This design comes from an exercise in tuning for small area on the open sky130 flow, not from production work. The RTL was checked by simulation tests, not by an equivalence proof against the original design. Power figures rest on the tool's default switching activity, not on a simulated workload.

<file path="flow/flow/run.sh">
#!/bin/bash
set -euo pipefail
CTS_ARGS="-sink_clustering_enable -repair_clock_nets -dont_use_dummy_load -sink_clustering_size 18 -sink_clustering_max_diameter 70 -buf_list sky130_fd_sc_hd__clkbuf_8 -sink_clustering_buffer sky130_fd_sc_hd__clkbuf_8 -tree_buf sky130_fd_sc_hd__clkbuf_4 -root_buf sky130_fd_sc_hd__clkbuf_8"
bash standard.sh finish \
  "CTS_ARGS=${CTS_ARGS}" \
  "BUFFER_PORTS_ARGS=-buffer_cell sky130_fd_sc_hd__buf_1" \
  > flow_make.log 2>&1
test -f out/final.def
</file>
<file path="flow/standard.sh">
#!/bin/bash
# synth_recipe.tcl (not shown) runs the flow's synth.tcl, then flattens the netlist and writes it again
# the make line also repeats each setting of config.mk as NAME=value (left out here)
make -C /OpenROAD-flow-scripts/flow DESIGN_CONFIG=/design/flow/config.mk WORK_HOME=/design/flow/orfs CLKGATE_MAP_FILE= SYNTH_SCRIPT=/design/flow/synth_recipe.tcl "${@:-finish}"
</file>
<file path="flow/config.mk">
export PLATFORM = sky130hd
export DESIGN_NAME = i281_trace_buffer
export DESIGN_NICKNAME = i281_trace_buffer
export VERILOG_FILES = /design/flow/design.v
export SDC_FILE = /design/flow/constraint.sdc
export NUM_CORES = 4
export LEC_CHECK = 0
export CAP_MARGIN = 0
export CORE_MARGIN = 2
export CORE_UTILIZATION = 72
export GPL_TIMING_DRIVEN = 0
export PLACE_DENSITY = 0.8
export SLEW_MARGIN = 0
</file>
<file path="flow/constraint.sdc">
create_clock -name core_clock -period 6.0 [get_ports {clock}]
set_input_delay 1.2000 -clock core_clock [delete_from_list [all_inputs] [get_ports {clock}]]
set_output_delay 1.2000 -clock core_clock [all_outputs]
set_load 0.01 [all_outputs]
</file>
<file path="flow/design.v">
module i281_trace_buffer #(
   parameter int DEPTH     = 64,
   parameter int NUM_REGS  = 4,
   parameter int REG_W     = 8,
   parameter int INSTR_W   = 5,
   parameter int STATE_W   = 5,
   parameter int FLAG_W    = 4,
   parameter int CYC_W     = 16,
   parameter int POST_TRIG = 8
) (
   input  logic                      clock,
   input  logic                      reset_n,
   input  logic                      capture_en,
   input  logic [INSTR_W-1:0]        instr,
   input  logic [STATE_W-1:0]        state,
   input  logic [NUM_REGS*REG_W-1:0] regs,
   input  logic [FLAG_W-1:0]         flags,
   input  logic                      arm,
   input  logic                      trig_en,
   input  logic [INSTR_W-1:0]        trig_instr,
   input  logic [STATE_W-1:0]        trig_state,
   output logic                      busy,
   output logic                      done,
   output logic                      wrapped,
   input  logic                      rd_start,
   input  logic                      rd_ready,
   output logic                      rd_valid,
   output logic [CYC_W+INSTR_W+STATE_W+NUM_REGS*REG_W+FLAG_W-1:0] rd_data,
   output logic                      rd_last
);
   localparam int AW       = $clog2(DEPTH);
   localparam int FW       = AW + 1;
   localparam int PW       = (POST_TRIG > 1) ? $clog2(POST_TRIG) : 1;
   localparam int SNAP_W   = INSTR_W + STATE_W + NUM_REGS*REG_W + FLAG_W;
   localparam int ENTRY_W  = CYC_W + SNAP_W;
   localparam int INS_STEP = 4;                       
   localparam int SW       = $clog2(INS_STEP);
   localparam int NINS     = DEPTH / INS_STEP;        
   localparam int RD_POS   = 1;                       
   typedef enum logic [2:0] {
      ST_IDLE,
      ST_ARMED,
      ST_POST,
      ST_DONE,
      ST_RSETUP,
      ST_READOUT
   } state_e;
   state_e             state_q, state_d;
   logic [FW-1:0]      fill_q, fill_d;        
   logic [PW-1:0]      post_cnt_q, post_cnt_d;
   logic               wrapped_q, wrapped_d;
   logic [CYC_W-1:0]   cyc_q, cyc_d;
   logic [AW-1:0]      off_q, off_d;          
   logic [INS_STEP-1:1] pend_q, pend_d;       
   logic               rd_valid_q, rd_valid_d;
   logic               rd_last_q, rd_last_d;
   logic [ENTRY_W-1:0] rd_data_q;
   logic [ENTRY_W-1:0] ring_q [DEPTH];
   logic [ENTRY_W-1:0] dly_q  [2:INS_STEP-1];    
   logic [ENTRY_W-1:0] dly1;                     
   logic               capturing, reading, full, wr_en, trig_hit;
   logic [ENTRY_W-1:0] entry, ins_data;
   logic [SW-1:0]      src;
   logic               have, due, fetch;
   assign capturing = (state_q == ST_ARMED) || (state_q == ST_POST);
   assign reading   = (state_q == ST_READOUT);
   assign full      = fill_q[FW-1];
   assign wr_en     = capturing && capture_en && !arm;
   assign trig_hit  = (state_q == ST_ARMED) && capture_en && trig_en &&
                      (instr == trig_instr) && (state == trig_state);
   assign entry     = {cyc_q, instr, state, regs, flags};
   always_comb begin
      src  = '0;
      have = wr_en;
      for (int k = 1; k < INS_STEP; k++) begin
         if (pend_q[k]) begin
            src  = SW'(k);
            have = 1'b1;
         end
      end
   end
   assign due      = have && (off_q[SW-1:0] == '0);
   assign dly1     = rd_data_q;
   assign ins_data = (src == '0) ? entry : (src == SW'(1)) ? dly1 : dly_q[src];
   assign fetch = reading && (off_q == AW'(RD_POS + 1)) &&
                  (!rd_valid_q || (rd_ready && !rd_last_q));
   always_comb begin
      state_d    = state_q;
      fill_d     = fill_q;
      post_cnt_d = post_cnt_q;
      wrapped_d  = wrapped_q;
      cyc_d      = cyc_q;
      off_d      = (due || fetch) ? off_q : off_q + AW'(1);
      rd_valid_d = rd_valid_q;
      rd_last_d  = rd_last_q;
      for (int k = 1; k < INS_STEP; k++) begin
         pend_d[k] = ((k == 1) ? wr_en : pend_q[k-1]) && !(due && (src == SW'(k - 1)));
      end
      if (arm) begin
         state_d    = ST_ARMED;
         fill_d     = '0;
         post_cnt_d = '0;
         wrapped_d  = 1'b0;
         cyc_d      = '0;
         pend_d     = '0;
         rd_valid_d = 1'b0;
         rd_last_d  = 1'b0;
      end else begin
         unique case (state_q)
            ST_IDLE: begin
            end
            ST_ARMED, ST_POST: begin
               cyc_d = cyc_q + CYC_W'(1);
               if (capture_en) begin
                  if (full) wrapped_d = 1'b1;
                  else      fill_d    = fill_q + FW'(1);
               end
               if (trig_hit) begin
                  post_cnt_d = '0;
                  state_d    = ST_POST;
               end else if ((state_q == ST_POST) && capture_en) begin
                  post_cnt_d = post_cnt_q + PW'(1);
                  if (post_cnt_q == PW'(POST_TRIG - 1)) state_d = ST_DONE;
               end
            end
            ST_DONE: begin
               if (rd_start) state_d = ST_RSETUP;
            end
            ST_RSETUP: begin
               if (pend_q == '0) begin
                  state_d = ST_READOUT;
                  off_d   = off_q + AW'(1) + fill_q[AW-1:0];
               end
            end
            ST_READOUT: begin
               if (fetch) begin
                  rd_valid_d = 1'b1;
                  rd_last_d  = (fill_q == FW'(1));
                  fill_d     = fill_q - FW'(1);
               end else if (rd_valid_q && rd_ready) begin
                  rd_valid_d = 1'b0;
                  if (rd_last_q) begin
                     rd_last_d = 1'b0;
                     state_d   = ST_IDLE;
                  end
               end
            end
            default: begin
               state_d = ST_IDLE;
            end
         endcase
      end
   end
   always_ff @(posedge clock or negedge reset_n) begin
      if (!reset_n) begin
         state_q    <= ST_IDLE;
         wrapped_q  <= 1'b0;
         off_q      <= '0;
         pend_q     <= '0;
         rd_valid_q <= 1'b0;
         rd_last_q  <= 1'b0;
      end else begin
         state_q    <= state_d;
         wrapped_q  <= wrapped_d;
         off_q      <= off_d;
         pend_q     <= pend_d;
         rd_valid_q <= rd_valid_d;
         rd_last_q  <= rd_last_d;
      end
   end
   always_ff @(posedge clock) begin
      fill_q     <= fill_d;
      post_cnt_q <= post_cnt_d;
      cyc_q      <= cyc_d;
   end
   logic [NINS-1:0]    pm_q, pm_d;
   logic [NINS-1:0]    ins_sel, ins_selb;
   always_comb begin
      for (int j = 0; j < NINS; j++) begin
         pm_d[j]     = (off_d == AW'(j * INS_STEP));
         ins_sel[j]  = have && pm_q[j];
         ins_selb[j] = !have || (off_q != AW'(j * INS_STEP));
      end
   end
   always_ff @(posedge clock) begin
      pm_q <= pm_d;
   end
   always_ff @(posedge clock) begin
      for (int p = 0; p < DEPTH; p++) begin
         if (p % INS_STEP != 0) begin
            ring_q[p] <= ring_q[p-1];
         end else begin
            ring_q[p] <= ~((ring_q[(p + DEPTH - 1) % DEPTH] | {ENTRY_W{ins_sel[p / INS_STEP]}}) &
                           ({ENTRY_W{ins_selb[p / INS_STEP]}} |
                            (((p / INS_STEP) % 2 == 1) ? ins_data : ~ins_data)));
         end
      end
      for (int k = 2; k < INS_STEP; k++) begin
         dly_q[k] <= (k == 2) ? dly1 : dly_q[k-1];
      end
      if (!reading)  rd_data_q <= entry;
      else if (fetch) rd_data_q <= ring_q[RD_POS];
   end
   assign busy     = capturing;
   assign done     = (state_q == ST_DONE);
   assign wrapped  = wrapped_q;
   assign rd_valid = rd_valid_q;
   assign rd_data  = rd_data_q;
   assign rd_last  = rd_last_q;
endmodule
</file>
==> reports/summary.txt, run 1 <==
max_cap viols: 2
Fin Setup TNS: 0 ps
DRC viols: 0
Initial Util: 72.65%
Ports: 130
Cell Chain, Critical Path: clkbuf_1 > nor3b_1 > clkbuf_1 > clkbuf_1 > a221o_1 > o22ai_1
Arrival @ worst endpoint: 5950 ps
VDD IR max: 0.4076 mV
port bufs: 128
Final setup viols: 0
Warnings, synthesis: 127
htree depth: 5
total grt overflow: 0
TritonRoute pass-1 iters: 14
PnR worst setup slack: 876.1 ps
worst-margin pin slew: 1628 ps
initial antenna violation count: 15
Most Frequent Cell on Critical Path: clkbuf_1
worst-path fanout max: 10
hold path start: ring_q[29][42]
dpl cells: 8222
WHS Endpoint: ring_q[30][42]
vias in the first global route: 50113
area fraction in and, or, nand and nor cells after synthesis: 2.071%
WP data required: 6820 ps
Register-to-Register Path Depth: 6
Startpoint Class: register
Die Y: 371.2 µm
Post-Layout Cell Count: 8524
Syn Area/Cell: 15.45 µm²
CTS sink count: 4211
Setup Skew: 65.65 ps
GRT Total Usage: 31.50%
Buf/Inv on CP: 3
Synth Instances: 6282
HPWL after DPL: 139500 µm
Async S/R FF share, synth: 0.3562%
Top Family by Delay on Critical Path: buffers and inverters
Post-CTS Setup Bufs: 0
clock root buffer master: clkbuf_8
Synth Register Bits: 4211
layout cells sized above 1: 5.635%
Clock transition at path regs: 110 ps
deepest clock path buffer count: 4
maximum clock rate: 195.2 MHz
Hold Path Stages: 0
initial DRC count: 4646
Vias: 49967
Critical Path End Type: register
Setup Crit Path Kind: reg2reg
DIE AREA: 137800 µm²
clock period minus worst slack: 5124 ps
CP max stage cell: nor3b_1
CORE AREA: 133600 µm²
CTS tree: done
routed wire length: 218500 µm
vias per cell: 5.862
R2R Path End: ring_q[20][42]
slew margin rel.: -8.529%
P&R area growth vs syn: 7.342%
routability cong.: 0.8748
Final Hold Vio Count: 0
RSZ-0062 raised after global routing: no
TritonCTS Buffers: 284
Post-CTS Hold Buffers: 0
Slew Limit Fails: 18
wire per inst: 25.63 µm
status: complete, but fails checks
largest family of logic cells by synthesized area: compound AO/OA/AOI/OAI gates
post-synthesis mux area share: 0.02062%
Static Leakage: 41.07 nW
xor and xnor fraction of the mapped netlist area: 0.2874%
worst skew pair latency: 1030 ps
Post-synth EDFFs: 62
R2R setup slack: 880 ps
post-synthesis compound-gate area fraction: 8.642%
Post-Synth Adder-Cell Area: 0.2011%
commonest non-fill, non-tap cell in the layout: dfxtp_1
num rows: 134
most frequent cells in the layout: dfxtp_1, o22ai_1, clkbuf_1
Worst Hold Class: reg2reg
post-synthesis cell type count: 65
P per Cell Area: 528.8 nW/µm²
fin crit share: 85.40%
ys flop type: dfxtp_1
largest net degree at the start of global routing: 49
SO Faults: max-capacitance violations, max-slew violations
Seq/Total Area, Yosys: 87.56%
Syn Nets: 6360
first-pass GRT wire length: 317400 µm
Worst path max stage delay: 1100 ps
post-CTS resize count: 0
die width: 371.2 µm
final core occ: 77.98%
Cell Area, Synth: 97070 µm²
reg2reg start: pend_q[3]
DP Worst Slack: 620.2 ps
nets@finish: 6823
Routed Antenna Nets: 0
==> worst max-delay path by stage <==
stage | start | to | depth (start not counted)
6_report | pend_q[3] | ring_q[20][42] | 6
5_1_grt | pend_q[3] | ring_q[4][36] | 6
4_1_cts | pend_q[3] | ring_q[20][46] | 6
3_5_place_dp | capture_en | ring_q[20][46] | 8
3_3_place_gp | rd_ready | rd_data_q[12] | 5
2_1_floorplan | rd_ready | rd_data_q[0] | 4
==> routing by layer <==
layer  part of all wire (%)  up-vias  track usage (%)  wire (µm)
met3                    7.9      558            6.583      17220
met1                     42    24709            43.54      92690
met4                    4.3       10            13.64       9487
met5                  0.032        -                0         69
met2                     45     2253            48.73      99010
li1                       -    22437                -          -
==> cell families after synthesis <==
family,count (synthesis)
AOI/OAI and AO/OA,1263
adders and majority gates,15
xor gates and xnor gates,31
and+or+nand+nor,448
muxes,2
buffers and inverters,312
DFF,4211
==> worst register-to-register path: cells and delay by family, from the launching register on <==
family | cells | cell delay, ps
AOI/OAI and AO/OA | 2 | 1010
buffers and inverters | 3 | 2430
DFF | 1 | 390
and+or+nand+nor | 1 | 1100
==> final cells by class <==
type	count	area, µm²
Multi-Input combinational cell	1759	11080
Antenna cell	13	32.53
Buffer	299	1139
Fill cell	7206	29430
Tap cell	1768	2212
Sequential cell	4211	85000
Timing Repair Buffer	177	885.9
Clock buffer	284	3809
Inverter	13	48.80
==> cell usage after synthesis, drive strengths merged (3+ instances only) <==
master   number  area, µm²
a221oi       62      543.0
nor3         23      115.1
and3          4      25.02
a21oi        34      170.2
nand2b        6      37.54
buf          22      93.83
xnor2        10      87.58
or3           8      50.05
nor3b        16      120.1
nand2       219      822.0
nor2         99      371.6
inv          13      48.79
a21o          3      22.52
a221o        62      620.6
xor2         21      191.4
and2         18      112.6
nor4          9      56.30
a22oi        51      382.9
nand3        21      105.1
nor2b         5      31.28
o21ai        21      105.1
nand4         5      31.28
o21a          3      22.52
or2           3      18.77
edfxtp       62       1862
dfxtp      4134      82760
a2111oi       3      45.05
o22ai       993       6212
clkbuf      277       1040
a211oi        4      30.03
o211ai        7      52.55
ha           14      175.2
a211o         3      26.28
dfrtp        15      375.4
==> metrics by stage <==
step / hold WS (ps) / total power [mW] / instance area (µm²)
2_1_floorplan: 309.6 / 40.74 / 97070
3_3_place_gp: 309.5 / 42.83 / 99770
3_5_place_dp: 312.1 / 43.42 / 100300
4_1_cts: 243.6 / 55.11 / 104100
5_1_grt: 281.0 / 57.02 / 104200
6_report: 275.8 / 55.10 / 104200
==> flip-flops by register name (all words and copies together), names as in the netlist <==
signal      cells
rd_last_q       1
dly_q         124
rd_data_q      62
off_q           6
state_q         3
rd_valid_q      1
ring_q       3968
pend_q          3
post_cnt_q      3
cyc_q          16
fill_q          7
wrapped_q       1
pm_q           16
==> report_power, final <==
group	internal [mW]	leakage (nW)	switching, mW
combinational	1.25	3.55	2.70
sequential	36.7	35.5	2.48
clock	4.18	2.00	7.79
total	42.1	41.1	13.0
==> run 2, diff against run 1 <==
--- a/flow/config.mk
+++ b/flow/config.mk
@@ -6,8 +6,7 @@
 export NUM_CORES = 4
 export LEC_CHECK = 0
-export CAP_MARGIN = 0
+export CAP_MARGIN = 20
 export CORE_MARGIN = 2
 export CORE_UTILIZATION = 72
-export GPL_TIMING_DRIVEN = 0
 export PLACE_DENSITY = 0.8
-export SLEW_MARGIN = 0
+export SLEW_MARGIN = 20
==> reports/summary.txt, run 2 <==
status: finished clean
vias per cell: 5.905 (+0.73%)
Routed Antenna Nets: 0 (unchanged)
Startpoint Class: register
Post-CTS Hold Buffers: 0 (unchanged)
Worst Hold Class: in2async
PnR worst setup slack: 1845 ps (+969.1 ps)
ys flop type: dfxtp_1
multi-input logic area: 11340 µm² (+2.3%)
synth top area cells: dfxtp_1, o22ai_1, edfxtp_1
Clock transition at path regs: 110 ps (about the same)
TritonCTS Buffers: 284 (unchanged)
CORE AREA: 133600 µm² (unchanged)
Async S/R FF share, synth: 0.3562% (unchanged)
Syn Area/Cell: 15.45 µm² (unchanged)
Post-synth EDFFs: 62 (unchanged)
routed wire length: 211500 µm (-3.2%)
WHS: 271.3 ps (-4.475 ps)
Synth Instances: 6282 (unchanged)
Setup Skew: 115.4 ps (+49.76 ps)
HPWL after DPL: 112200 µm (-20%)
reg2reg start: pend_q[2]
GRT Total Usage: 30.53% (-0.97 points)
fin crit share: 69.25% (-16 points)
Synth top area share: 85.25% (unchanged)
Cell Area, Synth: 97070 µm² (unchanged)
TritonRoute pass-1 iters: 6 (-8)
CTS tree: done
area leader, netlist: dfxtp_1
maximum clock rate: 240.7 MHz (+23%)
max_cap viols: 0 (-2)
RSZ-0062 raised after global routing: no
DP Worst Slack: 1290 ps (+669.9 ps)
Arrival @ worst endpoint: 4990 ps (-960 ps)
DIE AREA: 137800 µm² (unchanged)
Ports: 130 (unchanged)
post-synthesis cell type count: 65 (unchanged)
post-CTS resize count: 0 (unchanged)
Seq/Total Area, Yosys: 87.56% (unchanged)
routability cong.: 0.7915 (-9.5%)
synth cell count leaders: dfxtp_1, o22ai_1, clkbuf_1
num rows: 134 (unchanged)
Top reg by flops: ring_q
largest net degree at the start of global routing: 79 (+61%)
Vias: 48792 (-2.4%)
Final setup viols: 0 (unchanged)
Die Y: 371.2 µm (unchanged)
final core occ: 77.64% (-0.33 points)
Tot Pwr: 55.24 mW (+0.25%)
largest registers: ring_q (3968), dly_q (124), rd_data_q (62)
htree depth: 5 (unchanged)
wire per inst: 25.60 µm (-0.12%)
CTS sink count: 4211 (unchanged)
Post-CTS Setup Bufs: 0 (unchanged)
total grt overflow: 0 (unchanged)
number of fill cells: 6948 (-3.6%)
Fin Setup TNS: 0 ps (unchanged)
vias in the first global route: 49649 (-0.93%)
crit path launch: pend_q[2]
Warnings, synthesis: 127 (unchanged)
commonest non-fill, non-tap cell in the layout: dfxtp_1
nets@finish: 6568 (-3.7%)
Syn Nets: 6360 (unchanged)
Slew Limit Fails: 0 (-18)
P per Cell Area: 532.4 nW/µm² (+0.69%)
Largest register FFs: 3968 (unchanged)
initial antenna violation count: 5 (-10)
deepest clock path buffer count: 4 (unchanged)
WP data required: 6830 ps (about the same)
P&R area growth vs syn: 6.881%
Initial Util: 72.65% (unchanged)
worst-path fanout max: 49 (+39)
port bufs: 129 (+0.78%)
worst skew pair latency: 1020 ps (about the same)
clock root buffer master: clkbuf_8
Critical Path End Type: register
Final Hold Vio Count: 0 (unchanged)
Synth Register Bits: 4211 (unchanged)
die width: 371.2 µm (unchanged)
slew margin rel.: 17.32% (+26 points)
first-pass GRT wire length: 309900 µm (-2.4%)
initial DRC count: 4577 (-1.5%)
clock period minus worst slack: 4155 ps (-969.1 ps)
DRC viols: 0 (unchanged)
worst-margin pin slew: 1240 ps (-387.7 ps)
layout cells sized above 1: 7.075% (+1.4 points)
cell with the most instances after synthesis: dfxtp_1
Register Area: 85000 µm² (about the same)
VDD IR max: 0.3254 mV (-20%)
most frequent cells in the layout: dfxtp_1, o22ai_1, clkbuf_8
Setup Crit Path Kind: reg2reg
Static Leakage: 41.08 nW (about the same)
[run 2: cell counts after synthesis]
Identical to the previous run, type by type.
[run 2: worst paths after layout]
check                           slack, ps  cells past startpoint              to
max in group asynchronous            5050                      1       pend_q[2]
worst max register to register       1850                      8   ring_q[20][9]
worst max-delay path                 1850                      8   ring_q[20][9]
min in group core_clock               270                      0  ring_q[29][12]
worst min-delay path                  270                      1      state_q[0]
worst min register to register        270                      0  ring_q[29][12]
[run 2: power by group]
group	switching [mW]	internal, mW
Combinational	2.53	1.25
Clock	7.86	4.18
Sequential	2.71	36.7
Total	13.1	42.1
[run 2: cell families after synthesis]
family	count (synthesis)	synth area share, %
AOI/OAI and AO/OA	1263	8.642
and+or+nand+nor	448	2.071
adders and majority gates	15	0.2011
xor gates and xnor gates	31	0.2874
DFF	4211	87.56
buffers and inverters	312	1.218
muxes	2	0.02062
[run 2: per-stage QoR]
stage	instances	cell area (µm²)
floorplan	6282	97070
detailed placement	7961	99750
global route	8263	103800
finish	8263	103800
CTS	8245	103600
global placement	7956	99640
[run 2: cell type report]
type,count,share of cell area [%]
Sequential cell,4211,81.93
Multi-Input combinational cell,1759,10.93
Clock buffer,284,3.671
Tap cell,1768,2.132
Timing Repair Buffer,221,1.278
Inverter,13,0.04703
Antenna cell,7,0.01688
[run 2: critical path: stages (launching register included)]
cell     delay (ps)
dfrtp_4         790
nor3_2          710
o32ai_1         230
buf_4           220
or2_1           290
and3b_1         360
nand2_4         840
buf_4           410
o22ai_1         110
[run 2: layer usage]
| layer | share of wire [%] | up-vias | wire [µm] | global-route usage [%] |
|---|---|---|---|---|
| met5 | 0 | - | 0 | 0 |
| met4 | 2.3 | 0 | 4836 | 9.117 |
| met3 | 8.0 | 340 | 16950 | 6.583 |
| met2 | 46 | 1940 | 97250 | 47.50 |
| met1 | 44 | 24590 | 92480 | 43.54 |
| li1 | - | 21922 | - | - |
==> run 3, diff against run 2 <==
==> flow/flow/run.sh (replaced) <==
#!/bin/bash
set -euo pipefail
CTS_ARGS="-sink_clustering_enable -repair_clock_nets -dont_use_dummy_load -sink_clustering_size 30 -sink_clustering_max_diameter 55 -buf_list sky130_fd_sc_hd__clkbuf_16 -sink_clustering_buffer sky130_fd_sc_hd__clkbuf_16 -tree_buf sky130_fd_sc_hd__clkbuf_4 -root_buf sky130_fd_sc_hd__clkbuf_8"
bash standard.sh finish \
  "CTS_ARGS=${CTS_ARGS}" \
  "BUFFER_PORTS_ARGS=-buffer_cell sky130_fd_sc_hd__buf_1" \
  > flow_make.log 2>&1
test -f out/final.def
==> reports/summary.txt, run 3 <==
Cell Area, Synth: 97070 µm² (unchanged)
first-pass GRT wire length: 315300 µm (+1.7%)
routability cong.: 0.7915 (unchanged)
num rows: 134 (unchanged)
Slew Limit Fails: 0 (unchanged)
RSZ-0062 raised after global routing: no
DIE AREA: 137800 µm² (unchanged)
WP data required: 6830 ps (about the same)
worst-path fanout max: 47 (-4.1%)
post-synthesis cell type count: 65 (unchanged)
Setup Crit Path Kind: reg2reg
Post-CTS Hold Buffers: 0 (unchanged)
Post-synth EDFFs: 62 (unchanged)
Largest register FFs: 3968 (unchanged)
synth cell count leaders: dfxtp_1, o22ai_1, clkbuf_1
max_cap viols: 0 (unchanged)
Final Hold Vio Count: 0 (unchanged)
worst skew pair latency: 1190 ps (+170 ps)
Warnings, synthesis: 127 (unchanged)
die width: 371.2 µm (unchanged)
multi-input logic area: 11340 µm² (unchanged)
Seq/Total Area, Yosys: 87.56% (unchanged)
dpl cells: 7961 (unchanged)
Top reg by flops: ring_q
grt peak-use layer: met2
Ports: 130 (unchanged)
Fin Setup TNS: 0 ps (unchanged)
CTS sink count: 4211 (unchanged)
Synth top area share: 85.25% (unchanged)
number of fill cells: 6879 (-0.99%)
most frequent cells in the layout: dfxtp_1, o22ai_1, nand2_1
HPWL after DPL: 112200 µm (unchanged)
largest net degree at the start of global routing: 79 (unchanged)
M3 GR Usage: 5.026% (-1.6 points)
Die Y: 371.2 µm (unchanged)
CP max stage cell: dfrtp_4
initial antenna violation count: 10 (+5)
Post-Layout Cell Count: 8153 (-1.3%)
Worst Hold Class: in2async
GRT Total Usage: 31.23% (+0.71 points)
clock period minus worst slack: 4163 ps (+8.450 ps)
Async S/R FF share, synth: 0.3562% (unchanged)
Arrival @ worst endpoint: 4990 ps (about the same)
area leader, netlist: dfxtp_1
nets@finish: 6459 (-1.7%)
DRC viols: 0 (unchanged)
VDD IR max: 0.3428 mV (+5.4%)
global-route met1 utilization: 44.23% (+0.69 points)
Buf/Inv on CP: 2 (unchanged)
grt met2 use: 50.08% (+2.6 points)
P&R area growth vs syn: 7.179%
Startpoint Class: register
deepest clock path buffer count: 3 (-1)
routed wire length: 217200 µm (+2.7%)
cell with the most instances after synthesis: dfxtp_1
CTS tree: done
Vias: 48838 (+0.094%)
Area after DPL: 99750 µm² (unchanged)
maximum clock rate: 240.2 MHz (-0.20%)
Static Leakage: 41.11 nW (about the same)
clock root buffer master: clkbuf_8
CORE AREA: 133600 µm² (unchanged)
Syn Nets: 6360 (unchanged)
Most Frequent Cell on Critical Path: buf_4
TritonRoute pass-1 iters: 8 (+2)
final instance area: 104000 µm² (+0.28%)
status: finished clean
vias in the first global route: 49493 (-0.31%)
post-CTS resize count: 0 (unchanged)
ys flop type: dfxtp_1
layout cells sized above 1: 5.487% (-1.6 points)
Final setup viols: 0 (unchanged)
largest registers: ring_q (3968), dly_q (124), rd_data_q (62)
total grt overflow: 0 (unchanged)
slew margin rel.: 15.98% (-1.3 points)
Syn Area/Cell: 15.45 µm² (unchanged)
Worst path max stage delay: 770 ps (-70 ps)
vias per cell: 5.990 (+1.4%)
worst-margin pin slew: 1260 ps (+20.11 ps)
commonest non-fill, non-tap cell in the layout: dfxtp_1
Setup Skew: 194.3 ps (+78.85 ps)
htree depth: 4 (-1)
port bufs: 129 (unchanged)
Critical Path End Type: register
Routed Antenna Nets: 0 (unchanged)
Synth Register Bits: 4211 (unchanged)
WHS: 199.8 ps (-71.48 ps)
Synth Instances: 6282 (unchanged)
fin crit share: 69.39% (+0.14 points)
wire per inst: 26.65 µm (+4.1%)
initial DRC count: 4561 (-0.35%)
P per Cell Area: 537.8 nW/µm² (+1.0%)
TritonCTS Buffers: 175 (-38%)
Initial Util: 72.65% (unchanged)
Register Area: 85000 µm² (unchanged)
synth top area cells: dfxtp_1, o22ai_1, edfxtp_1
Top Family by Delay on Critical Path: simple AND/OR/NAND/NOR gates
Post-CTS Setup Bufs: 0 (unchanged)
Clock transition at path regs: 100 ps (about the same)
Cell Chain, Critical Path: nor3_2 > o32ai_1 > buf_4 > or2_1 > and3_1 > nand2_4 > buf_4 > o22ai_1
## run 3: worst reg2reg max path, delay by kind of cell, from the launching register on
kind / cells / cell delay, ps
buffers and inverters: 2 / 760
AOI/OAI and AO/OA: 2 / 370
and+or+nand+nor: 4 / 2040
DFF: 1 / 770
## run 3: layer usage
layer,share of wire (%),vias up,wire (µm)
met5,0.016,-,34
li1,-,21737,-
met2,47,1963,102800
met4,2.6,4,5651
met3,7.0,378,15110
met1,43,24756,93680
## run 3: path summary, 6_finish.rpt
kind	start	end	slack, ps	cells after the start
min	reset_n	pend_q[3]	200	1
min in group core_clock	ring_q[32][8]	ring_q[33][8]	200	0
max reg2reg	pend_q[2]	ring_q[12][51]	1840	8
min reg2reg	ring_q[32][8]	ring_q[33][8]	200	0
max	pend_q[2]	ring_q[12][51]	1840	8
max in group asynchronous	reset_n	pend_q[2]	5050	1
## run 3: kinds of logic (layout without fill, tap and decap cells)
group	Yosys count	after routing	synth area share, %
AO/OA/AOI/OAI	1263	1263	8.642
XOR/XNOR	31	31	0.2874
adder cells (fa/ha/maj)	15	15	0.2011
buffers and inverters	312	409	1.218
flip-flops	4211	4211	87.56
multiplexers	2	2	0.02062
other	0	6	0
AND/OR/NAND/NOR	448	448	2.071
## run 3: layout make-up
type / instances / area share [%]
sequential: 4211 / 81.70
multi-input combinational: 1759 / 10.90
clock buffer: 175 / 3.929
tap: 1768 / 2.126
timing repair buffer: 221 / 1.287
inverter: 13 / 0.04690
antenna: 6 / 0.01443
## run 3: metrics by stage
stage               util, %  setup WS [ps]  power (mW)
CTS                   77.71           1858       55.84
detailed placement    74.65           1290       43.39
global route          77.86           1752       57.70
finish                77.86           1837       55.96
global placement      74.57           1392       42.79
floorplan                 -           1924       40.74
## run 3: where the power goes
| part | leakage, nW | internal (mW) | switching (mW) | total [mW] |
|---|---|---|---|---|
| combinational | 3.57 | 1.25 | 2.58 | 3.83 |
| sequential | 35.5 | 36.7 | 2.85 | 39.6 |
| clock | 2.03 | 4.77 | 7.79 | 12.6 |
==> run 4, diff against run 3 <==
==> flow/flow/run.sh (replaced) <==
#!/bin/bash
set -euo pipefail
CTS_ARGS="-sink_clustering_enable -repair_clock_nets -dont_use_dummy_load -sink_clustering_size 20 -sink_clustering_max_diameter 55 -buf_list sky130_fd_sc_hd__clkbuf_8 -sink_clustering_buffer sky130_fd_sc_hd__clkbuf_8 -tree_buf sky130_fd_sc_hd__clkbuf_8 -root_buf sky130_fd_sc_hd__clkbuf_8"
bash standard.sh finish \
  "CTS_ARGS=${CTS_ARGS}" \
  "BUFFER_PORTS_ARGS=-buffer_cell sky130_fd_sc_hd__buf_1" \
  > flow_make.log 2>&1
test -f out/final.def
==> reports/summary.txt, run 4 <==
wire per inst: 25.32 µm (-5.0%)
TritonCTS Buffers: 231 (+32%)
layout cells sized above 1: 6.281% (+0.79 points)
status: finished clean
post-synthesis cell type count: 65 (unchanged)
initial antenna violation count: 7 (-3)
reg2reg start: off_q[4]
Final Hold Vio Count: 0 (unchanged)
part of the power in combinational logic: 6.9% (about the same)
final instance area: 103100 µm² (-0.92%)
Sw Pwr: 12.79 mW (-3.2%)
Top reg by flops: ring_q
Routed Antenna Nets: 0 (unchanged)
R2R setup slack: 1830 ps (about the same)
WP data required: 6890 ps (+60 ps)
Reg power frac: 72.6% (+1.9 points)
crit path launch: off_q[4]
num rows: 134 (unchanged)
Async S/R FF share, synth: 0.3562% (unchanged)
clock period minus worst slack: 4173 ps (+10.28 ps)
Post-CTS Hold Buffers: 0 (unchanged)
Hold Path Stages: 0
first-pass GRT wire length: 302900 µm (-3.9%)
Post-synth EDFFs: 62 (unchanged)
Setup Crit Path Kind: reg2reg
Synth Register Bits: 4211 (unchanged)
CTS sink count: 4211 (unchanged)
Syn Area/Cell: 15.45 µm² (unchanged)
routed wire length: 207700 µm (-4.4%)
Post-Layout Cell Count: 8204 (+0.63%)
Synth top area share: 85.25% (unchanged)
RSZ-0062 raised after global routing: no
number of fill cells: 7100 (+3.2%)
Post-CTS Setup Bufs: 0 (unchanged)
DIE AREA: 137800 µm² (unchanged)
Startpoint Class: register
Top Family by Delay on Critical Path: simple AND/OR/NAND/NOR gates
Synth Instances: 6282 (unchanged)
slew margin rel.: 20.34% (+4.4 points)
CP max stage cell: nand2_4
Seq/Total Area, Yosys: 87.56% (unchanged)
dpl cells: 7961 (unchanged)
Worst Setup EP: ring_q[20][56]
ys flop type: dfxtp_1
Worst path max stage delay: 700 ps (-70 ps)
Clock transition at path regs: 120 ps (+20 ps)
CTS tree: done
most frequent cells in the layout: dfxtp_1, o22ai_1, clkbuf_8
synth top area cells: dfxtp_1, o22ai_1, edfxtp_1
nets@finish: 6512 (+0.82%)
Vias: 48249 (-1.2%)
Clock power frac: 20.4% (-2.0 points)
largest registers: ring_q (3968), dly_q (124), rd_data_q (62)
cell with the most instances after synthesis: dfxtp_1
clock root buffer master: clkbuf_8
DRC viols: 0 (unchanged)
die width: 371.2 µm (unchanged)
routability cong.: 0.7915 (unchanged)
P per Cell Area: 525.9 nW/µm² (-2.2%)
Largest register FFs: 3968 (unchanged)
port bufs: 129 (unchanged)
HPWL after DPL: 112200 µm (unchanged)
fin crit share: 69.56% (+0.17 points)
Buf/Inv on CP: 2 (unchanged)
worst skew pair latency: 980 ps (-210 ps)
Cell Area, Synth: 97070 µm² (unchanged)
P&R area growth vs syn: 6.192%
worst-path fanout max: 49 (+4.3%)
initial DRC count: 4354 (-4.5%)
maximum clock rate: 239.6 MHz (-0.25%)
Cell Chain, Critical Path: or4_4 > a2111oi_4 > buf_4 > or2_1 > and3b_1 > nand2_4 > buf_4 > o22ai_1
Ports: 130 (unchanged)
TritonRoute pass-1 iters: 5 (-3)
Tot Pwr: 54.21 mW (-3.1%)
commonest non-fill, non-tap cell in the layout: dfxtp_1
Critical Path End Type: register
Arrival @ worst endpoint: 5060 ps (+70 ps)
total grt overflow: 0 (unchanged)
Most Frequent Cell on Critical Path: buf_4
largest net degree at the start of global routing: 79 (unchanged)
vias in the first global route: 48385 (-2.2%)
post-CTS resize count: 0 (unchanged)
Levels on crit path: 8 (unchanged)
R2R Path End: ring_q[20][56]
sw frac: 23.60% (-0.024 points)
Slew Limit Fails: 0 (unchanged)
max_cap viols: 0 (unchanged)
CORE AREA: 133600 µm² (unchanged)
Die Y: 371.2 µm (unchanged)
Initial Util: 72.65% (unchanged)
GRT Total Usage: 29.85% (-1.4 points)
synth cell count leaders: dfxtp_1, o22ai_1, clkbuf_1
internal power: 41.41 mW (-3.1%)
Final setup viols: 0 (unchanged)
Register-to-Register Path Depth: 8 (unchanged)
Setup Skew: 65.11 ps (-129.2 ps)
Fin Setup TNS: 0 ps (unchanged)
htree depth: 4 (unchanged)
area leader, netlist: dfxtp_1
vias per cell: 5.881 (-1.8%)
VDD IR max: 0.3636 mV (+6.1%)
Warnings, synthesis: 127 (unchanged)
worst-margin pin slew: 1195 ps (-65.52 ps)
Area after DPL: 99750 µm² (unchanged)
Syn Nets: 6360 (unchanged)
Static Leakage: 40.71 nW (-0.98%)
deepest clock path buffer count: 3 (unchanged)
Worst Hold Class: reg2reg
run 4: worst min-delay path by stage:
stage	startpoint	to	slack, ps
after floorplan	ring_q[9][0]	ring_q[10][0]	310
after global placement	ring_q[18][26]	ring_q[19][26]	310
after detailed placement	ring_q[16][1]	ring_q[17][1]	310
after CTS	reset_n	state_q[0]	240
after global routing	ring_q[25][54]	ring_q[26][54]	290
final	ring_q[25][54]	ring_q[26][54]	270
run 4: cell type report:
type                            instances  area [µm²]  share of cell area, %
Antenna cell                            4       10.01               0.009710
Clock buffer                          231        3179                  3.084
Inverter                               13       48.80                0.04734
Multi-Input combinational cell       1759       11350                  11.01
Sequential cell                      4211       85000                  82.46
Tap cell                             1768        2212                  2.146
Timing Repair Buffer                  218        1279                  1.240
run 4: logic make-up after synthesis:
group | share of synthesized area, %
DFF | 87.56
AOI/OAI and AO/OA | 8.642
and+or+nand+nor | 2.071
buffers and inverters | 1.218
xor gates and xnor gates | 0.2874
adders and majority gates | 0.2011
muxes | 0.02062
run 4: layer usage:
metal / routed length [µm] / part of all wire, % / vias up / GRT usage (%)
li1: - / - / 21807 / -
met1: 92040 / 44 / 24242 / 43.38
met2: 95120 / 46 / 1869 / 46.41
met3: 16060 / 7.7 / 331 / 5.526
met4: 4488 / 2.2 / 0 / 8.611
met5: 0 / 0 / - / 0
run 4: power by group through the flow:
stage / logic, mW / registers, mW / clock network, mW
final: 3.76 / 39.4 / 11.1
after global routing: 4.03 / 40.0 / 12.1
after CTS: 3.68 / 39.3 / 11.1
after detailed placement: 3.61 / 39.8 / 0
after global placement: 3.38 / 39.4 / 0
after floorplan: 2.20 / 38.5 / 0
run 4: per-stage QoR:
stage                     hold slack, ps  utilization, %  setup slack (ps)
after detailed placement           312.1           74.65              1290
after CTS                          236.4           77.03              1858
after floorplan                    309.6               -              1924
after global placement             309.7           74.57              1392
after global routing               285.8           77.14              1682
final                              273.2           77.14              1827
==> run 5, diff against run 4 <==
--- a/flow/design.v
+++ b/flow/design.v
@@ -57,8 +57,9 @@
    logic [ENTRY_W-1:0] rd_data_q;
    logic [ENTRY_W-1:0] ring_q [DEPTH];
-   logic [ENTRY_W-1:0] dly_q  [2:INS_STEP-1];    
-   logic [ENTRY_W-1:0] dly1;                     
+   logic [SNAP_W-1:0]  dly_q  [2:INS_STEP-1];    
+   logic [SNAP_W-1:0]  dly1;                     
    logic               capturing, reading, full, wr_en, trig_hit;
-   logic [ENTRY_W-1:0] entry, ins_data;
+   logic [SNAP_W-1:0]  snap, ins_snap;
+   logic [ENTRY_W-1:0] ins_data;
    logic [SW-1:0]      src;
    logic               have, due, fetch;
@@ -69,5 +70,5 @@
    assign trig_hit  = (state_q == ST_ARMED) && capture_en && trig_en &&
                       (instr == trig_instr) && (state == trig_state);
-   assign entry     = {cyc_q, instr, state, regs, flags};
+   assign snap      = {instr, state, regs, flags};
    always_comb begin
       src  = '0;
@@ -81,6 +82,7 @@
    end
    assign due      = have && (off_q[SW-1:0] == '0);
-   assign dly1     = rd_data_q;
-   assign ins_data = (src == '0) ? entry : (src == SW'(1)) ? dly1 : dly_q[src];
+   assign dly1     = rd_data_q[SNAP_W-1:0];
+   assign ins_snap = (src == '0) ? snap : (src == SW'(1)) ? dly1 : dly_q[src];
+   assign ins_data = {cyc_q - CYC_W'(src), ins_snap};
    assign fetch = reading && (off_q == AW'(RD_POS + 1)) &&
                   (!rd_valid_q || (rd_ready && !rd_last_q));
@@ -90,5 +92,5 @@
       post_cnt_d = post_cnt_q;
       wrapped_d  = wrapped_q;
-      cyc_d      = cyc_q;
+      cyc_d      = cyc_q + CYC_W'(1);      
       off_d      = (due || fetch) ? off_q : off_q + AW'(1);
       rd_valid_d = rd_valid_q;
@@ -111,5 +113,4 @@
             end
             ST_ARMED, ST_POST: begin
-               cyc_d = cyc_q + CYC_W'(1);
                if (capture_en) begin
                   if (full) wrapped_d = 1'b1;
@@ -199,6 +200,7 @@
          dly_q[k] <= (k == 2) ? dly1 : dly_q[k-1];
       end
-      if (!reading)  rd_data_q <= entry;
-      else if (fetch) rd_data_q <= ring_q[RD_POS];
+      if (fetch) rd_data_q[ENTRY_W-1:SNAP_W] <= ring_q[RD_POS][ENTRY_W-1:SNAP_W];
+      if (!reading)   rd_data_q[SNAP_W-1:0] <= snap;
+      else if (fetch) rd_data_q[SNAP_W-1:0] <= ring_q[RD_POS][SNAP_W-1:0];
    end
    assign busy     = capturing;
==> reports/summary.txt, run 5 <==
status: finished clean
Top Family by Delay on Critical Path: simple AND/OR/NAND/NOR gates
Worst Hold Class: reg2reg
Cell Area, Synth: 96150 µm² (-0.95%)
nets@finish: 6394 (-1.8%)
Ports: 130 (unchanged)
Post-CTS Setup Bufs: 0 (unchanged)
Slew Limit Fails: 0 (unchanged)
Warnings, synthesis: 95 (-25%)
initial antenna violation count: 11 (+4)
Synth top area share: 85.41% (+0.15 points)
Post-synth EDFFs: 62 (unchanged)
Levels on crit path: 9 (+1)
Setup Crit Path Kind: reg2reg
area leader, netlist: dfxtp_1
most frequent cells in the layout: dfxtp_1, o22ai_1, clkbuf_8
routability cong.: 0.8037 (+1.5%)
cell with the most instances after synthesis: dfxtp_1
P&R area growth vs syn: 6.016%
Sw Pwr: 12.83 mW (+0.30%)
wire per inst: 24.84 µm (-1.9%)
WHS: 273.9 ps (+0.7690 ps)
TritonRoute pass-1 iters: 7 (+2)
num rows: 134 (unchanged)
post-CTS resize count: 0 (unchanged)
worst-margin pin slew: 1198 ps (+3.550 ps)
WP data required: 6820 ps (-70 ps)
total grt overflow: 0 (unchanged)
CORE AREA: 133000 µm² (-0.50%)
DIE AREA: 136500 µm² (-0.94%)
PnR worst setup slack: 1788 ps (-38.60 ps)
part of the power in combinational logic: 7.3% (+0.4 points)
Largest register FFs: 3968 (unchanged)
routed wire length: 200700 µm (-3.4%)
CTS tree: done
commonest non-fill, non-tap cell in the layout: dfxtp_1
Post-CTS Hold Buffers: 0 (unchanged)
vias in the first global route: 47496 (-1.8%)
CTS sink count: 4179 (-0.76%)
worst skew pair latency: 990 ps (about the same)
fin crit share: 70.20% (+0.64 points)
Routed Antenna Nets: 0 (unchanged)
Arrival @ worst endpoint: 5040 ps (-20 ps)
port bufs: 129 (unchanged)
Startpoint Class: register
final core occ: 76.67% (-0.47 points)
Setup Skew: 95.58 ps (+30.46 ps)
maximum clock rate: 237.4 MHz (-0.92%)
Critical Path End Type: register
Fin Setup TNS: 0 ps (unchanged)
ys flop type: dfxtp_1
deepest clock path buffer count: 3 (unchanged)
Buf/Inv on CP: 2 (unchanged)
largest net degree at the start of global routing: 78 (-1.3%)
Hold Path Stages: 0 (unchanged)
Top reg by flops: ring_q
largest family of logic cells by synthesized area: compound AO/OA/AOI/OAI gates
vias per cell: 5.806 (-1.3%)
clock period minus worst slack: 4212 ps (+38.60 ps)
P per Cell Area: 528.0 nW/µm² (+0.40%)
xor and xnor fraction of the mapped netlist area: 0.5713% (+0.28 points)
Initial Util: 72.32% (-0.33 points)
largest registers: ring_q (3968), dly_q (92), rd_data_q (62)
worst-path fanout max: 38 (-22%)
VDD IR max: 0.3435 mV (-5.5%)
synth cell count leaders: dfxtp_1, o22ai_1, clkbuf_1
Static Leakage: 40.15 nW (-1.4%)
Final Hold Vio Count: 0 (unchanged)
Vias: 46926 (-2.7%)
DRC viols: 0 (unchanged)
DP Worst Slack: 1226 ps (-63.90 ps)
clock root buffer master: clkbuf_8
internal power: 40.99 mW (-1.0%)
post-synthesis compound-gate area fraction: 8.287% (-0.36 points)
Seq/Total Area, Yosys: 87.73% (+0.17 points)
Clock power frac: 20.4% (about the same)
Post-Synth Adder-Cell Area: 0.2498% (+0.049 points)
area fraction in and, or, nand and nor cells after synthesis: 1.922% (-0.15 points)
Reg power frac: 72.3% (-0.3 points)
post-synthesis cell type count: 67 (+3.1%)
Synth Instances: 6172 (-1.8%)
CP max stage cell: nand3_4
layout cells sized above 1: 6.132% (-0.15 points)
RSZ-0062 raised after global routing: no
synth top area cells: dfxtp_1, o22ai_1, edfxtp_1
HPWL after DPL: 108200 µm (-3.5%)
Cell Chain, Critical Path: inv_1 > ha_1 > nand2b_1 > o32ai_4 > nor2_2 > nor2_1 > nand3_4 > buf_4 > o22ai_1
die width: 369.4 µm (-0.47%)
sw frac: 23.84% (+0.24 points)
initial DRC count: 3902 (-10%)
Synth Register Bits: 4179 (-0.76%)
max_cap viols: 0 (unchanged)
Final setup viols: 0 (unchanged)
Register-to-Register Path Depth: 9 (+1)
Worst path max stage delay: 770 ps (+70 ps)
Syn Area/Cell: 15.58 µm² (+0.82%)
GRT Total Usage: 29.24% (-0.62 points)
Syn Nets: 6253 (-1.7%)
TritonCTS Buffers: 229 (-0.87%)
slew margin rel.: 20.11% (-0.24 points)
Die Y: 369.4 µm (-0.47%)
Clock transition at path regs: 110 ps (about the same)
first-pass GRT wire length: 296500 µm (-2.1%)
post-synthesis mux area share: 0.01041% (-0.010 points)
htree depth: 4 (unchanged)
Async S/R FF share, synth: 0.3589% (+0.0027 points)
==> run 5: cell count changes in the layout (fill, tap and decap cells not counted), moves of 5 or more <==
cell and delta:
a21oi_1 -11, buf_4 -19, nor3b_1 -14, a221oi_1 -7, nor2_1 -9, dfxtp_1 -32
o21ai_0 -7, or2_2 +5, nor2b_1 +5, nand2_1 -41, xnor2_1 +22, xnor2_2 +5
a221o_1 -15, a221oi_2 -9
==> run 5: area by class of cell <==
cell class              instances  area, µm²
flip-flops and latches       4179      84360
inverters                      18      67.56
multi-input cells            1687      11030
repair buffers                198       1099
clock buffers                 229       3152
fillers                      7121      31020
diodes                          4      10.01
well taps                    1768       2212
==> run 5: layer usage <==
| metal | vias to the layer above | share of wire (%) | global-route usage, % | routed length [µm] |
|---|---|---|---|---|
| met5 | - | 0.033 | 0 | 66 |
| met3 | 332 | 6.4 | 5.278 | 12800 |
| met4 | 10 | 2.3 | 8.462 | 4570 |
| met1 | 23718 | 46 | 42.96 | 91760 |
| met2 | 1553 | 46 | 45.02 | 91540 |
| li1 | 21313 | - | - | - |
==> run 5: worst paths after layout <==
path	from	endpoint	slack, ps
max	off_q[0]	ring_q[60][22]	1790
max in group asynchronous	reset_n	pend_q[2]	4980
max reg2reg	off_q[0]	ring_q[60][22]	1790
min reg2reg	ring_q[62][13]	ring_q[63][13]	270
min	ring_q[62][13]	ring_q[63][13]	270
min in group asynchronous	reset_n	off_q[5]	360
==> run 5: through the flow <==
step / total power, mW / area, µm² / instances
after detailed placement: 43.14 / 98620 / 7844
after CTS: 53.77 / 101800 / 8073
final: 53.82 / 101900 / 8083
after global routing: 55.72 / 101900 / 8083
after floorplan: 40.39 / 96150 / 6172
after global placement: 42.52 / 98520 / 7840
==> run 5: cells by family (layout without fill, tap and decap cells) <==
group | Yosys count | in the layout
buffers and inverters | 306 | 445
and+or+nand+nor | 399 | 399
muxes | 1 | 1
DFF | 4179 | 4179
AOI/OAI and AO/OA | 1208 | 1208
xor gates and xnor gates | 61 | 61
adders and majority gates | 18 | 18
other | 0 | 4
==> run 5: worst register-to-register path, cell delays in order, from the launching register on <==
cell,delay (ps)
dfrtp_1,440
inv_1,180
ha_1,390
nand2b_1,260
o32ai_4,460
nor2_2,180
nor2_1,720
nand3_4,780
buf_4,560
o22ai_1,190
==> run 5: power groups by stage <==
stage | Combinational [mW] | Clock, mW | Sequential (mW)
floorplan | 2.29 | 0 | 38.1
global placement | 3.55 | 0 | 39.0
detailed placement | 3.80 | 0 | 39.3
CTS | 3.87 | 11.0 | 38.9
global route | 4.21 | 12.0 | 39.5
finish | 3.95 | 11.0 | 38.9
==> run 6, diff against run 5 <==
--- a/flow/design.v
+++ b/flow/design.v
@@ -175,10 +175,14 @@
       cyc_q      <= cyc_d;
    end
-   logic [NINS-1:0]    pm_q, pm_d;
+   localparam int PM_GRP = 4;
+   localparam int GW     = $clog2(PM_GRP);
+   logic [NINS/PM_GRP-1:0] pm_q, pm_d;
    logic [NINS-1:0]    ins_sel, ins_selb;
    always_comb begin
+      for (int g = 0; g < NINS / PM_GRP; g++) begin
+         pm_d[g] = (off_d[AW-1:SW+GW] == (AW-SW-GW)'(g)) && (off_d[SW-1:0] == '0);
+      end
       for (int j = 0; j < NINS; j++) begin
-         pm_d[j]     = (off_d == AW'(j * INS_STEP));
-         ins_sel[j]  = have && pm_q[j];
+         ins_sel[j]  = have && pm_q[j / PM_GRP] && (off_q[SW+GW-1:SW] == GW'(j % PM_GRP));
          ins_selb[j] = !have || (off_q != AW'(j * INS_STEP));
       end
==> reports/summary.txt, run 6 <==
CTS sink count: 4167 (-0.29%)
most frequent cells in the layout: dfxtp_1, o22ai_1, clkbuf_8
ys flop type: dfxtp_1
Static Leakage: 40.20 nW (+0.12%)
layout cells sized above 1: 6.234% (+0.10 points)
final instance area: 101700 µm² (-0.27%)
routed wire length: 200100 µm (-0.31%)
clock root buffer master: clkbuf_8
synth cell count leaders: dfxtp_1, o22ai_1, clkbuf_1
Final Hold Vio Count: 0 (unchanged)
RSZ-0062 raised after global routing: no
TritonCTS Buffers: 230 (+0.44%)
Synth top area share: 85.61% (+0.20 points)
nets@finish: 6371 (-0.36%)
vias in the first global route: 47259 (-0.50%)
dpl cells: 7811 (-0.42%)
DIE AREA: 135800 µm² (-0.52%)
Vias: 46670 (-0.55%)
P per Cell Area: 575.9 nW/µm² (+9.1%)
Clock power frac: 18.7% (-1.7 points)
cell with the most instances after synthesis: dfxtp_1
Fin Setup TNS: 0 ps (unchanged)
Area after DPL: 98430 µm² (-0.19%)
initial antenna violation count: 3 (-8)
part of the power in combinational logic: 8.8% (+1.5 points)
Arrival @ worst endpoint: 5100 ps (+60 ps)
worst skew pair latency: 980 ps (about the same)
clock period minus worst slack: 4230 ps (+17.67 ps)
port bufs: 129 (unchanged)
worst-margin pin slew: 1221 ps (+22.65 ps)
first-pass GRT wire length: 295100 µm (-0.47%)
max_cap viols: 0 (unchanged)
Sw Pwr: 14.45 mW (+13%)
status: finished clean
CORE AREA: 131600 µm² (-1.0%)
Clock transition at path regs: 120 ps (about the same)
CTS tree: done
Post-CTS Setup Bufs: 0 (unchanged)
Seq/Total Area, Yosys: 87.95% (+0.21 points)
Critical Path End Type: register
deepest clock path buffer count: 3 (unchanged)
Syn Nets: 6197 (-0.90%)
hold path start: ring_q[6][41]
Post-CTS Hold Buffers: 0 (unchanged)
Cell Area, Synth: 95650 µm² (-0.53%)
vias per cell: 5.797 (-0.15%)
Top reg by flops: ring_q
Async S/R FF share, synth: 0.3600% (+0.0010 points)
initial DRC count: 4175 (+7.0%)
post-CTS resize count: 0 (unchanged)
Reg power frac: 72.5% (+0.2 points)
Slew Limit Fails: 0 (unchanged)
TritonRoute pass-1 iters: 8 (+1)
Routed Antenna Nets: 0 (unchanged)
largest net degree at the start of global routing: 99 (+27%)
Post-Layout Cell Count: 8051 (-0.40%)
area leader, netlist: dfxtp_1
Setup Skew: 107.6 ps (+12.02 ps)
Setup Crit Path Kind: reg2reg
Die Y: 368.5 µm (-0.26%)
Warnings, synthesis: 95 (unchanged)
Startpoint Class: register
WHS: 254.9 ps (-19.06 ps)
crit path launch: pend_q[3]
WP data required: 6870 ps (+50 ps)
reg2reg start: pend_q[3]
htree depth: 4 (unchanged)
wire per inst: 24.86 µm (about the same)
worst-path fanout max: 62 (+63%)
total grt overflow: 0 (unchanged)
Synth Register Bits: 4167 (-0.29%)
Synth Instances: 6116 (-0.91%)
HPWL after DPL: 112000 µm (+3.5%)
Post-synth EDFFs: 62 (unchanged)
final core occ: 77.23% (+0.56 points)
P&R area growth vs syn: 6.291%
maximum clock rate: 236.4 MHz (-0.42%)
synth top area cells: dfxtp_1, o22ai_1, edfxtp_1
Syn Area/Cell: 15.64 µm² (+0.39%)
Initial Util: 72.66% (+0.34 points)
slew margin rel.: 18.60% (-1.5 points)
sw frac: 24.68% (+0.84 points)
num rows: 133 (-0.75%)
Worst Hold Class: reg2reg
commonest non-fill, non-tap cell in the layout: dfxtp_1
routability cong.: 0.8033 (about the same)
Ports: 130 (unchanged)
largest registers: ring_q (3968), dly_q (92), rd_data_q (62)
VDD IR max: 0.3777 mV (+10%)
DRC viols: 0 (unchanged)
Final setup viols: 0 (unchanged)
GRT Total Usage: 29.23% (about the same)
Largest register FFs: 3968 (unchanged)
fin crit share: 70.50% (+0.29 points)
R2R setup slack: 1770 ps (-20 ps)
internal power: 44.10 mW (+7.6%)
post-synthesis cell type count: 65 (-3.0%)
die width: 368.5 µm (-0.26%)
## run 6: power groups by stage
stage | combinational [mW] | sequential [mW] | clock (mW)
after floorplan | 2.98 | 41.2 | 0
after global placement | 4.68 | 42.4 | 0
after detailed placement | 4.97 | 42.8 | 0
after CTS | 5.06 | 42.4 | 11.0
after global routing | 5.50 | 43.3 | 11.9
final | 5.13 | 42.5 | 11.0
## run 6: path summary, 6_finish.rpt
kind / to / cells after the start
worst max-delay path: ring_q[20][7] / 7
worst min-delay path: ring_q[7][41] / 0
worst max register to register: ring_q[20][7] / 7
worst min register to register: ring_q[7][41] / 0
max in group asynchronous: pend_q[3] / 1
min in group asynchronous: rd_valid_q / 1
## run 6: cell type report
class / count / area (µm²)
antenna: 8 / 20.02
clock buffer: 230 / 3166
timing repair buffer: 214 / 1261
fill: 6952 / 29970
sequential: 4167 / 84120
multi-input combinational: 1660 / 10830
tap: 1755 / 2196
inverter: 17 / 63.81
## run 6: critical path, cell delays in order, from the launching register on
cell,delay (ps)
dfrtp_4,880
buf_4,610
o31a_1,250
a21o_1,230
nand2_1,80
nor2_1,580
nand2_4,750
o22ai_1,640
## run 6: cells by family (layout without fill, tap and decap cells)
logic type	after synthesis	in the layout	share of synthesized area, %
AOI/OAI and AO/OA	1190	1190	8.167
xor gates and xnor gates	65	65	0.6541
adders and majority gates	18	18	0.2512
buffers and inverters	289	461	1.149
DFF	4167	4167	87.95
muxes	4	4	0.04317
other	0	8	0
and+or+nand+nor	383	383	1.791
## run 6: layer usage
| metal | global-route usage (%) | part of all wire, % | up-vias |
|---|---|---|---|
| met1 | 42.03 | 45 | 23550 |
| met4 | 7.865 | 2.2 | 0 |
| met5 | 0 | 0 | - |
| li1 | - | - | 21197 |
| met3 | 4.664 | 6.2 | 310 |
| met2 | 46.79 | 47 | 1613 |
## run 6: stage by stage
step	power (mW)	setup WS (ps)
floorplan	44.17	2608
global placement	47.09	1840
detailed placement	47.78	1831
CTS	58.51	1867
global route	60.70	1711
finish	58.55	1770
==> run 7, diff against run 6 <==
==> flow/flow/run.sh (replaced) <==
#!/bin/bash
set -euo pipefail
CTS_ARGS="-sink_clustering_enable -repair_clock_nets -dont_use_dummy_load -sink_clustering_size 18 -sink_clustering_max_diameter 70 -buf_list sky130_fd_sc_hd__clkbuf_8 -sink_clustering_buffer sky130_fd_sc_hd__clkbuf_8 -tree_buf sky130_fd_sc_hd__clkbuf_4 -root_buf sky130_fd_sc_hd__clkbuf_8"
bash standard.sh finish \
  "CTS_ARGS=${CTS_ARGS}" \
  "BUFFER_PORTS_ARGS=-buffer_cell sky130_fd_sc_hd__buf_1" \
  > flow_make.log 2>&1
test -f out/final.def
==> reports/summary.txt, run 7 <==
Ports: 130 (unchanged)
hold path start: ring_q[60][2]
Warnings, synthesis: 95 (unchanged)
Seq/Total Area, Yosys: 87.95% (unchanged)
htree depth: 5 (+1)
synth top area cells: dfxtp_1, o22ai_1, edfxtp_1
max_cap viols: 0 (unchanged)
P&R area growth vs syn: 6.934%
Largest register FFs: 3968 (unchanged)
Syn Nets: 6197 (unchanged)
WHS Endpoint: ring_q[61][2]
Synth top area share: 85.61% (unchanged)
Cell Chain, Critical Path: buf_4 > o31a_1 > a21o_1 > nand2_1 > nor2_1 > nand2_4 > o22ai_1
Post-synth EDFFs: 62 (unchanged)
num rows: 133 (unchanged)
Setup Crit Path Kind: reg2reg
clock root buffer master: clkbuf_8
ys flop type: dfxtp_1
Async S/R FF share, synth: 0.3600% (unchanged)
largest net degree at the start of global routing: 99 (unchanged)
DRC viols: 0 (unchanged)
largest registers: ring_q (3968), dly_q (92), rd_data_q (62)
deepest clock path buffer count: 4 (+1)
worst-margin pin slew: 1249 ps (+28.10 ps)
routed wire length: 203800 µm (+1.9%)
Final setup viols: 0 (unchanged)
Clock transition at path regs: 100 ps (-20 ps)
GRT Total Usage: 29.75% (+0.52 points)
die width: 368.5 µm (unchanged)
PnR worst setup slack: 1795 ps (+24.68 ps)
Syn Area/Cell: 15.64 µm² (unchanged)
WP data required: 6880 ps (about the same)
Register-to-Register Path Depth: 7 (unchanged)
crit path launch: pend_q[3]
VDD IR max: 0.3704 mV (-1.9%)
P per Cell Area: 582.8 nW/µm² (+1.2%)
Setup Skew: 60.96 ps (-46.63 ps)
Reg power frac: 71.3% (-1.2 points)
DIE AREA: 135800 µm² (unchanged)
layout cells sized above 1: 6.986% (+0.75 points)
Fin Setup TNS: 0 ps (unchanged)
maximum clock rate: 237.8 MHz (+0.59%)
Initial Util: 72.66% (unchanged)
part of the power in combinational logic: 8.7% (about the same)
first-pass GRT wire length: 300100 µm (+1.7%)
HPWL after DPL: 112000 µm (unchanged)
initial DRC count: 4316 (+3.4%)
reg2reg start: pend_q[3]
sw frac: 24.84% (+0.15 points)
CP max stage cell: dfrtp_4
clock period minus worst slack: 4205 ps (-24.68 ps)
TritonCTS Buffers: 281 (+22%)
Static Leakage: 40.51 nW (+0.78%)
Slew Limit Fails: 0 (unchanged)
Buf/Inv on CP: 1 (unchanged)
Routed Antenna Nets: 0 (unchanged)
Synth Instances: 6116 (unchanged)
R2R setup slack: 1790 ps (+20 ps)
nets@finish: 6424 (+0.83%)
Cell Area, Synth: 95650 µm² (unchanged)
vias per cell: 5.807 (+0.18%)
wire per inst: 25.15 µm (+1.2%)
CTS sink count: 4167 (unchanged)
Top reg by flops: ring_q
CTS tree: done
most frequent cells in the layout: dfxtp_1, o22ai_1, clkbuf_8
Levels on crit path: 7 (unchanged)
Hold Path Stages: 0 (unchanged)
worst-path fanout max: 62 (unchanged)
area leader, netlist: dfxtp_1
post-synthesis cell type count: 65 (unchanged)
Vias: 47056 (+0.83%)
cell with the most instances after synthesis: dfxtp_1
slew margin rel.: 16.72% (-1.9 points)
post-CTS resize count: 0 (unchanged)
R2R Path End: ring_q[20][59]
Arrival @ worst endpoint: 5090 ps (about the same)
Post-CTS Setup Bufs: 0 (unchanged)
Worst Hold Class: reg2reg
Die Y: 368.5 µm (unchanged)
total grt overflow: 0 (unchanged)
port bufs: 129 (unchanged)
routability cong.: 0.8033 (unchanged)
initial antenna violation count: 4 (+1)
RSZ-0062 raised after global routing: no
WHS: 272.8 ps (+17.95 ps)
worst skew pair latency: 1000 ps (+20 ps)
CORE AREA: 131600 µm² (unchanged)
Sw Pwr: 14.81 mW (+2.4%)
Clock power frac: 20.0% (+1.3 points)
fin crit share: 70.08% (-0.41 points)
Top Family by Delay on Critical Path: simple AND/OR/NAND/NOR gates
Tot Pwr: 59.61 mW (+1.8%)
internal power: 44.80 mW (+1.6%)
status: finished clean
Post-CTS Hold Buffers: 0 (unchanged)
Critical Path End Type: register
commonest non-fill, non-tap cell in the layout: dfxtp_1
final core occ: 77.70% (+0.47 points)
Final Hold Vio Count: 0 (unchanged)
Startpoint Class: register
TritonRoute pass-1 iters: 6 (-2)
DP Worst Slack: 1831 ps (unchanged)
synth cell count leaders: dfxtp_1, o22ai_1, clkbuf_1
Synth Register Bits: 4167 (unchanged)
Worst path max stage delay: 880 ps (about the same)
vias in the first global route: 48102 (+1.8%)
==> run 7: changes by cell type in the layout (fill, tap and decap cells not counted) <==
cell	previous run	this run
clkbuf_8	230	265
clkbuf_4	1	17
buf_4	71	73
clkinv_1	0	1
diode_2	8	7
inv_2	1	0
nand2_4	17	16
nand2_8	0	1
xnor2_1	30	31
xnor2_2	7	6
==> run 7: kinds of logic (layout without fill, tap and decap cells) <==
group	count (synthesis)	after routing	synth area share, %
AO/OA/AOI/OAI	1190	1190	8.167
XOR/XNOR	65	65	0.6541
adder cells (fa/ha/maj)	18	18	0.2512
buffers and inverters	289	514	1.149
flip-flops	4167	4167	87.95
multiplexers	4	4	0.04317
other	0	7	0
AND/OR/NAND/NOR	383	383	1.791
==> run 7: stage by stage <==
stage                     cells  instance area, µm²
after floorplan            6116               95650
after global placement     7806               98350
after detailed placement   7811               98430
after CTS                  8092              102200
after global routing       8102              102300
final                      8103              102300
==> run 7: power groups by stage <==
stage	Combinational (mW)	Sequential [mW]	Clock [mW]
2_1_floorplan	2.98	41.2	0
3_3_place_gp	4.68	42.4	0
3_5_place_dp	4.97	42.8	0
4_1_cts	5.08	42.5	12.0
5_1_grt	5.51	43.3	12.9
6_report	5.17	42.5	11.9
==> run 7: metal layers <==
metal	part of all wire [%]	track usage (%)
met1	44	42.21
met2	47	47.60
met3	6.5	4.740
met4	2.8	9.443
met5	0.0059	0
==> run 7: final cells by class <==
class / count / area (µm²)
Antenna cell: 7 / 17.52
Fill cell: 6792 / 29350
Timing Repair Buffer: 216 / 1276
Tap cell: 1755 / 2196
Multi-Input combinational cell: 1660 / 10830
Inverter: 17 / 63.81
Clock buffer: 281 / 3767
Sequential cell: 4167 / 84120
==> run 7: worst max-delay path by stage <==
stage,to
after floorplan,ring_q[0][60]
after global placement,ring_q[24][3]
after detailed placement,ring_q[12][8]
after CTS,ring_q[16][50]
after global routing,ring_q[20][52]
final,ring_q[20][59]

-- port drivers added, routing unchanged --
In the flow no input, the clock included, has a driving cell. The finished layouts below were timed again as built, in two steps. Step 1 assumes that a clkbuf_16 drives the clock port and a buf_2 every other input. Step 2 adds t to the input delays and takes it off the output delays; t is the mean of the earliest and latest rising clock arrival at the registers after step 1. Input paths then give back, and output paths get back, about the clock's delay inside the block. a / b / c = ideal / step 1 / step 2; a / b = the first two.
| run | shift t [ns] | setup slack, ns | worst setup path after step 2 | slew at the worst register clock pin (ns) | cell pins on the clock port's net |
|---|---|---|---|---|---|
| run 1 | 1.083 | 0.876 / 0.876 / 0.435 | input to register | 0.12 / 0.12 | 1 |
| run 2 | 1.061 | 1.845 / 1.845 / 1.362 | input to register | 0.12 / 0.12 | 1 |
| run 3 | 1.161 | 1.837 / 1.837 / 1.337 | input to register | 0.12 / 0.12 | 1 |
| run 4 | 1.035 | 1.827 / 1.827 / 1.272 | input to register | 0.12 / 0.12 | 1 |
| run 5 | 1.023 | 1.788 / 1.788 / 1.087 | input to register | 0.12 / 0.12 | 1 |
| run 6 | 1.018 | 1.770 / 1.770 / 1.770 | register to register | 0.12 / 0.12 | 1 |
| run 7 | 1.066 | 1.795 / 1.795 / 1.679 | input to register | 0.11 / 0.11 | 1 |
The setup slack of run 5, which loses most, moves by 0.000 ns with the drivers and by -0.701 ns with both steps.
